Context: an optimization exercise on an open-source flow, tuned for a short achievable clock period and few clock cycles. The choices shown serve that exercise and are no tape-out recipe.
RTL that was checked went through simulation tests only; none was proved equivalent to the original.

## JK
// core_top
module core_top #(
  parameter logic [31:0] RESET_PC = '0
) (
  input  wire          clk_i,
  input  wire          reset_i,
  input  wire          stall_i,
  output logic         rom_en_o,
  output logic [31:0]  rom_addr_o,
  input  wire  [31:0]  rom_data_i,
  output logic         ram_en_o,
  output logic         ram_we_o,
  output logic [31:0]  ram_addr_o,
  output logic [31:0]  ram_wdata_o,
  input  wire  [31:0]  ram_rdata_i,
  output logic         debug_wb_en_o,
  output logic [4:0]   debug_wb_addr_o,
  output logic [31:0]  debug_wb_data_o,
  output logic [31:0]  debug_pc_o
);
  logic [31:0] pc_q;
  logic        if_valid_q;
  logic [31:0] if_pc_q;
  logic [31:0] if_inst_q;
  logic [31:0] rf_rs_q;          
  logic [31:0] rf_rt_q;
  logic        rs_ex_q;          
  logic        rs_mem_q;         
  logic        rs_wb_q;          
  logic        rs_rf_q;          
  logic        rt_ex_q;
  logic        rt_mem_q;
  logic        rt_wb_q;
  logic        rt_rf_q;
  logic        id_br_q;          
  logic        id_bne_q;
  logic        id_same_q;        
  logic        id_rtz_q;         
  logic        id_guess_q;       
  logic        ex_valid_q;
  logic        ex_wen_q;         
  logic [4:0]  ex_waddr_q;
  logic        ex_load_q;
  logic        ex_store_q;
  logic        ex_branch_q;
  logic        ex_bne_q;
  logic        ex_pred_q;        
  logic [31:0] ex_target_q;      
  logic [31:0] ex_fall_q;        
  logic [31:0] ex_a_q;
  logic [31:0] ex_b_q;
  logic [31:0] ex_s_q;           
  logic        ex_fa_own_q, ex_fa_sum_q, ex_fa_oth_q, ex_fa_ld_q;
  logic        ex_fb_own_q, ex_fb_sum_q, ex_fb_oth_q, ex_fb_ld_q, ex_fb_nld_q;
  logic        ex_fs_own_q, ex_fs_sum_q, ex_fs_oth_q, ex_fs_ld_q;
  logic        ex_sub_q;
  logic        ex_op_add_q;
  logic        ex_op_and_q;
  logic        ex_op_or_q;
  logic        ex_op_xor_q;
  logic        ex_op_slt_q;
  logic        ex_op_sll_q;
  logic        ex_op_srl_q;
  logic        ex_easy_q;        
  logic [31:0] ex_x_q;           
  ...
Size: about 5700 cells after synthesis, roughly 1700 flip-flops, ~240 I/O pins.
clock: 9.0 ns
lec_check: 0
cap_margin: 20
core_margin: 2
core_utilization: 50
setup_slack_margin: 5
slew_margin: 20
synth_hierarchical: 1
synth_minimum_keep_size: 0
run.sh (not shown) runs the stock make flow with config.mk's settings and CLKGATE_MAP_FILE= SYNTH_SCRIPT=/design/flow/synth_recipe.tcl, a recipe that flattens the netlist after the stock synthesis.
#### Input delta (MS over JK)
-- flow/design.v --
<<< JK, line 123
  logic [31:0] ex_pc_q;
  logic        mem_wen_q;
  logic [4:0]  mem_waddr_q;
  logic        mem_load_q;
>>> MS, line 123
  logic [31:0] ex_pc_q;
  logic        mem_wen_q;
  logic [31:1] mem_wsel_q;       
  logic [4:0]  mem_waddr_q;
  logic        mem_load_q;
<<< JK, line 424
    if (!stall_i) begin
      mem_waddr_q  <= ex_waddr_q;
      mem_add_q    <= ex_op_add_q;
      mem_sum_q    <= ex_sum;
>>> MS, line 425
    if (!stall_i) begin
      mem_waddr_q  <= ex_waddr_q;
      for (int r = 1; r < 32; r++) begin
        mem_wsel_q[r] <= ex_wen_q && (ex_waddr_q == r[4:0]);
      end
      mem_add_q    <= ex_op_add_q;
      mem_sum_q    <= ex_sum;
<<< JK, line 437
  assign ram_addr_o  = mem_sum_q;
  assign ram_wdata_o = mem_sdata_q;
  always_ff @(posedge clk_i) begin
    if (!reset_i && !stall_i && mem_wen_q) begin
      regs[mem_waddr_q] <= mem_data;
    end
  end
>>> MS, line 441
  assign ram_addr_o  = mem_sum_q;
  assign ram_wdata_o = mem_sdata_q;
  logic rf_run;
  assign rf_run = ~reset_i & ~stall_i;
  for (genvar r = 1; r < 32; r++) begin : g_rf
    always_ff @(posedge clk_i) begin
      if (rf_run && mem_wsel_q[r]) begin
        regs[r] <= mem_data;
      end
    end
  end
Results
Of JK and MS, the run reporting the lower proportion of synthesized area in mux cells was MS. Cell area after synthesis: JK and MS compared, lower one is MS. Compared with JK, in MS synthesized netlist net count up 6.3%, area of the die down about 4.3%, critical path data arrival time down 0.14 ns.
Testbench counts of MS, summed over its fixed seeds: cycles 21,214.
No functional check of the RTL was part of JK.

static timing again, ports no longer ideal:
Ports are ideal in the flow. The routed layouts listed here were re-timed in OpenROAD. Step 1 assumes that a clkbuf_16 drives the clock port and a buf_2 every other input. Step 2 times the ports against the registers' clock, not the clock port: input delays grow and output delays shrink by t, the midpoint of the rising clock arrivals with the driver on. a / b / c = no drivers / after step 1 / after step 2; a / b = the first two.
| run | t, ns | setup WS [ns] | worst setup path at the end | slew at the worst register clock pin (ns) | pins driven straight from the clock port |
|---|---|---|---|---|---|
| JK | 0.910 | 4.749 / 4.746 / 3.835 | input to register | 0.07 / 0.07 | 1 |
| MS | 0.921 | 4.888 / 4.862 / 4.025 | input to register | 0.07 / 0.07 | 1 |
After both steps every run listed still meets setup and hold. For JK, which loses most, drivers alone change the setup slack by -0.003 ns; drivers and shift together by -0.914 ns.
